What follows belongs to an exercise in optimizing a design on an open flow for small area; a production flow would make more cautious choices. The RTL was checked by simulation tests, not by an equivalence proof against the original design. Power and IR drop assume default switching activity.

==> inputs of build 2 <==
Design mc_fifo, start of the top module:
module mc_fifo #(
    parameter int NUM_CHANNELS      = 4,
    parameter int BUFFER_SIZE       = 16,
    parameter int DATA_WIDTH        = 32,
    parameter int ALMOST_FULL_LEVEL = 14,
    localparam int LEVEL_WIDTH      = $clog2(BUFFER_SIZE + 1)
) (
    input  logic                                clock,
    input  logic                                rst_n,
    input  logic [NUM_CHANNELS*DATA_WIDTH-1:0]  data_in,
    input  logic [NUM_CHANNELS-1:0]             data_in_valid,
    output logic [NUM_CHANNELS-1:0]             data_in_full,
    output logic [NUM_CHANNELS-1:0]             data_in_almost_full,
    output logic [NUM_CHANNELS*DATA_WIDTH-1:0]  data_out,
    output logic [NUM_CHANNELS-1:0]             data_out_valid,
    input  logic [NUM_CHANNELS-1:0]             data_out_ack,
    input  logic [NUM_CHANNELS-1:0]             flush,
    output logic [NUM_CHANNELS*LEVEL_WIDTH-1:0] level,
    output logic [NUM_CHANNELS-1:0]             overflow
);
    localparam int PTR_WIDTH = $clog2(BUFFER_SIZE);
    localparam logic [PTR_WIDTH-1:0]   PTR_LAST = PTR_WIDTH'(BUFFER_SIZE - 1);
    localparam logic [LEVEL_WIDTH-1:0] LVL_FULL = LEVEL_WIDTH'(BUFFER_SIZE);
    localparam logic [LEVEL_WIDTH-1:0] LVL_AF   = LEVEL_WIDTH'(ALMOST_FULL_LEVEL);
    localparam logic [LEVEL_WIDTH-1:0] LVL_ONE  = LEVEL_WIDTH'(1);
    function automatic logic [PTR_WIDTH-1:0] ptr_inc(input logic [PTR_WIDTH-1:0] p);
        if (p == PTR_LAST)
            ptr_inc = {PTR_WIDTH{1'b0}};
        else
            ptr_inc = p + PTR_WIDTH'(1);
    endfunction
  ...
==> module mc_fifo, before the edit <==
module mc_fifo #(
    parameter int NUM_CHANNELS      = 4,
    parameter int BUFFER_SIZE       = 16,
    parameter int DATA_WIDTH        = 32,
    parameter int ALMOST_FULL_LEVEL = 14,
    localparam int LEVEL_WIDTH      = $clog2(BUFFER_SIZE + 1)
) (
    input  logic                                clock,
    input  logic                                rst_n,
    input  logic [NUM_CHANNELS*DATA_WIDTH-1:0]  data_in,
    input  logic [NUM_CHANNELS-1:0]             data_in_valid,
    output logic [NUM_CHANNELS-1:0]             data_in_full,
    output logic [NUM_CHANNELS-1:0]             data_in_almost_full,
    output logic [NUM_CHANNELS*DATA_WIDTH-1:0]  data_out,
    output logic [NUM_CHANNELS-1:0]             data_out_valid,
    input  logic [NUM_CHANNELS-1:0]             data_out_ack,
    input  logic [NUM_CHANNELS-1:0]             flush,
    output logic [NUM_CHANNELS*LEVEL_WIDTH-1:0] level,
    output logic [NUM_CHANNELS-1:0]             overflow
);
    localparam int PTR_WIDTH = $clog2(BUFFER_SIZE);
    localparam logic [PTR_WIDTH-1:0]   PTR_LAST = PTR_WIDTH'(BUFFER_SIZE - 1);
    localparam logic [LEVEL_WIDTH-1:0] LVL_FULL = LEVEL_WIDTH'(BUFFER_SIZE);
    localparam logic [LEVEL_WIDTH-1:0] LVL_AF   = LEVEL_WIDTH'(ALMOST_FULL_LEVEL);
    localparam logic [LEVEL_WIDTH-1:0] LVL_ONE  = LEVEL_WIDTH'(1);
    function automatic logic [PTR_WIDTH-1:0] ptr_inc(input logic [PTR_WIDTH-1:0] p);
        if (p == PTR_LAST)
            ptr_inc = {PTR_WIDTH{1'b0}};
        else
            ptr_inc = p + PTR_WIDTH'(1);
    endfunction
    for (genvar c = 0; c < NUM_CHANNELS; c++) begin : g_ch
        logic [DATA_WIDTH-1:0]  mem [BUFFER_SIZE];
        logic [PTR_WIDTH-1:0]   wr_ptr;
        logic [PTR_WIDTH-1:0]   rd_ptr;
        logic [LEVEL_WIDTH-1:0] lvl_q;
        logic [LEVEL_WIDTH-1:0] lvl_d;
        logic                   full_q;
        logic                   afull_q;
        logic                   valid_q;
        logic                   ovf_q;
        logic                   push;
        logic                   pop;
        logic                   wr_while_full;
        assign push          = data_in_valid[c] & ~full_q & ~flush[c];
        assign pop           = valid_q & data_out_ack[c] & ~flush[c];
        assign wr_while_full = data_in_valid[c] & full_q & ~flush[c];
        always_comb begin
            lvl_d = lvl_q;
            if (flush[c])
                lvl_d = '0;
            else if (push && !pop)
                lvl_d = lvl_q + LVL_ONE;
            else if (pop && !push)
                lvl_d = lvl_q - LVL_ONE;
        end
        always_ff @(posedge clock or negedge rst_n) begin
            if (!rst_n) begin
                lvl_q   <= '0;
                wr_ptr  <= '0;
                rd_ptr  <= '0;
                full_q  <= 1'b0;
                afull_q <= 1'b0;
                valid_q <= 1'b0;
                ovf_q   <= 1'b0;
            end else begin
                lvl_q   <= lvl_d;
                full_q  <= (lvl_d == LVL_FULL);
                afull_q <= (lvl_d >= LVL_AF);
                valid_q <= (lvl_d != '0);
                if (flush[c]) begin
                    wr_ptr <= '0;
                    rd_ptr <= '0;
                    ovf_q  <= 1'b0;
                end else begin
                    if (push)
                        wr_ptr <= ptr_inc(wr_ptr);
                    if (pop)
                        rd_ptr <= ptr_inc(rd_ptr);
                    if (wr_while_full)
                        ovf_q <= 1'b1;
                end
            end
        end
        always_ff @(posedge clock) begin
            if (push)
                mem[wr_ptr] <= data_in[c*DATA_WIDTH +: DATA_WIDTH];
        end
        assign data_out[c*DATA_WIDTH +: DATA_WIDTH]  = valid_q ? mem[rd_ptr] : '0;
        assign level[c*LEVEL_WIDTH +: LEVEL_WIDTH]   = lvl_q;
        assign data_in_full[c]                       = full_q;
        assign data_in_almost_full[c]                = afull_q;
        assign data_out_valid[c]                     = valid_q;
        assign overflow[c]                           = ovf_q;
    end
endmodule
clock: 6.0 ns
lec_check: 0
cap_margin: 20
core_margin: 2
core_utilization: 40
slew_margin: 20
run.sh (not shown) runs the stock make flow with config.mk's settings and CLKGATE_MAP_FILE= SYNTH_SCRIPT=/design/flow/synth_recipe.tcl, a recipe that flattens the netlist after the stock synthesis.
==> inputs of build 71, as changes to build 2 <==
==> flow/design.v (replaced) <==
module mc_fifo #(
    parameter int NUM_CHANNELS      = 4,
    parameter int BUFFER_SIZE       = 16,
    parameter int DATA_WIDTH        = 32,
    parameter int ALMOST_FULL_LEVEL = 14,
    localparam int LEVEL_WIDTH      = $clog2(BUFFER_SIZE + 1)
) (
    input  logic                                clock,
    input  logic                                rst_n,
    input  logic [NUM_CHANNELS*DATA_WIDTH-1:0]  data_in,
    input  logic [NUM_CHANNELS-1:0]             data_in_valid,
    output logic [NUM_CHANNELS-1:0]             data_in_full,
    output logic [NUM_CHANNELS-1:0]             data_in_almost_full,
    output logic [NUM_CHANNELS*DATA_WIDTH-1:0]  data_out,
    output logic [NUM_CHANNELS-1:0]             data_out_valid,
    input  logic [NUM_CHANNELS-1:0]             data_out_ack,
    input  logic [NUM_CHANNELS-1:0]             flush,
    output logic [NUM_CHANNELS*LEVEL_WIDTH-1:0] level,
    output logic [NUM_CHANNELS-1:0]             overflow
);
    localparam logic [LEVEL_WIDTH-1:0] LVL_FULL = LEVEL_WIDTH'(BUFFER_SIZE);
    localparam logic [LEVEL_WIDTH-1:0] LVL_AF   = LEVEL_WIDTH'(ALMOST_FULL_LEVEL);
    localparam logic [LEVEL_WIDTH-1:0] LVL_ONE  = LEVEL_WIDTH'(1);
    for (genvar c = 0; c < NUM_CHANNELS; c++) begin : g_ch
        logic [DATA_WIDTH-1:0]  mem [BUFFER_SIZE];
        logic [LEVEL_WIDTH-1:0] lvl_q;
        logic [LEVEL_WIDTH-1:0] lvl_d;
        logic                   ovf_q;
        logic                   full;
        logic                   valid;
        logic                   push;
        logic                   pop;
        logic [BUFFER_SIZE-1:0] sel;
        logic [DATA_WIDTH-1:0]  head;
        assign full  = (lvl_q == LVL_FULL);
        assign valid = (lvl_q != '0);
        assign push = data_in_valid[c] & ~full & ~flush[c];
        assign pop  = valid & data_out_ack[c] & ~flush[c];
        always_comb begin
            lvl_d = lvl_q;
            if (flush[c])
                lvl_d = '0;
            else if (push && !pop)
                lvl_d = lvl_q + LVL_ONE;
            else if (pop && !push)
                lvl_d = lvl_q - LVL_ONE;
        end
        always_ff @(posedge clock or negedge rst_n) begin
            if (!rst_n) begin
                lvl_q <= '0;
                ovf_q <= 1'b0;
            end else begin
                lvl_q <= lvl_d;
                if (flush[c])
                    ovf_q <= 1'b0;
                else if (data_in_valid[c] && full)
                    ovf_q <= 1'b1;
            end
        end
        always_ff @(posedge clock) begin
            if (push) begin
                mem[0] <= data_in[c*DATA_WIDTH +: DATA_WIDTH];
                for (int i = 1; i < BUFFER_SIZE; i++)
                    mem[i] <= mem[i-1];
            end
        end
        mc_fifo_dec #(
            .BUFFER_SIZE(BUFFER_SIZE),
            .LEVEL_WIDTH(LEVEL_WIDTH)
        ) u_dec (
            .lvl(lvl_q),
            .sel(sel)
        );
        always_comb begin
            head = '0;
            for (int i = 0; i < BUFFER_SIZE; i++)
                head = head | ({DATA_WIDTH{sel[i]}} & mem[i]);
        end
        assign data_out[c*DATA_WIDTH +: DATA_WIDTH] = head;
        assign level[c*LEVEL_WIDTH +: LEVEL_WIDTH]  = lvl_q;
        assign data_in_full[c]                      = full;
        assign data_in_almost_full[c]               = (lvl_q >= LVL_AF);
        assign data_out_valid[c]                    = valid;
        assign overflow[c]                          = ovf_q;
    end
endmodule
module mc_fifo_dec #(
    parameter int BUFFER_SIZE = 16,
    parameter int LEVEL_WIDTH = 5
) (
    input  logic [LEVEL_WIDTH-1:0] lvl,
    output logic [BUFFER_SIZE-1:0] sel
);
    always_comb
        for (int i = 0; i < BUFFER_SIZE; i++)
            sel[i] = (lvl == LEVEL_WIDTH'(i + 1));
endmodule
- SYNTH_HIERARCHICAL: unset -> 1
- SYNTH_MINIMUM_KEEP_SIZE: unset -> 0
==> comparison <==
- Between build 2 and build 71, the lower first-iteration DRC count is in build 2 (gap about 22%, measured against build 71).
- Build 71 passed the timing, design-rule and antenna checks. Build 2 finished with timing, DRC and antenna clean.
- In build 2 the non-clock buffer count is higher than in build 71, by 22.
- Between build 2 and build 71, the lower register-to-register slack is in build 71 (gap 0.29 ns).
- Between build 71 and build 2, the lower core utilization is in build 2 (gap 0.56 points).
- In clock power, build 71 and build 2 hardly differ.
==> figures <==
quantity	build 2	build 71
Run status	complete, no violations	complete, no violations
Count of yosys warnings during synthesis	1	12
Power of the sequential group	16800 uW	18200 uW
Clock buffer instance count of the final layout	277	248
Via count of the first global-routing pass	39600	40100
Setup crit start	g_ch[1].rd_ptr[0]	g_ch[1].lvl_q[2]
Switching fraction of total power	23.7%	28.4%
Amount of wire on met2 after detailed routing	94900 um	89300 um
Post-synthesis average cell area	23.4 um2	20.0 um2
Pleak	0.0292 uW	0.0281 uW
Number of instances in the placed design	6414	6394
X dimension of the die	457 um	437 um

## static timing again, ports no longer ideal
How much do the figures lean on ideal ports? The routed layouts below were timed once more, with nothing changed but the port constraints. Step 1, drivers: a clkbuf_16 drives clock and a buf_2 each remaining input, both assumed. Step 2, shift: input delay + t, output delay - t, t = (earliest + latest rising clock arrival at the registers) / 2. This alone moves slack from input paths to output paths. Three values: ideal ports, drivers, drivers and shift; two values: the first two.
| run | shift t [ns] | setup slack, ns | latest minus earliest clock arrival (ns) | worst register clock-pin slew, ns | pins driven straight from the clock port |
|---|---|---|---|---|---|
| build 2 | 0.925 | 0.795 / 0.709 / 1.499 | 0.045 / 0.045 | 0.07 / 0.07 | 1 |
| build 71 | 0.910 | 0.658 / 0.578 / 1.456 | 0.047 / 0.046 | 0.07 / 0.07 | 1 |
After both steps every run listed still meets setup and hold.
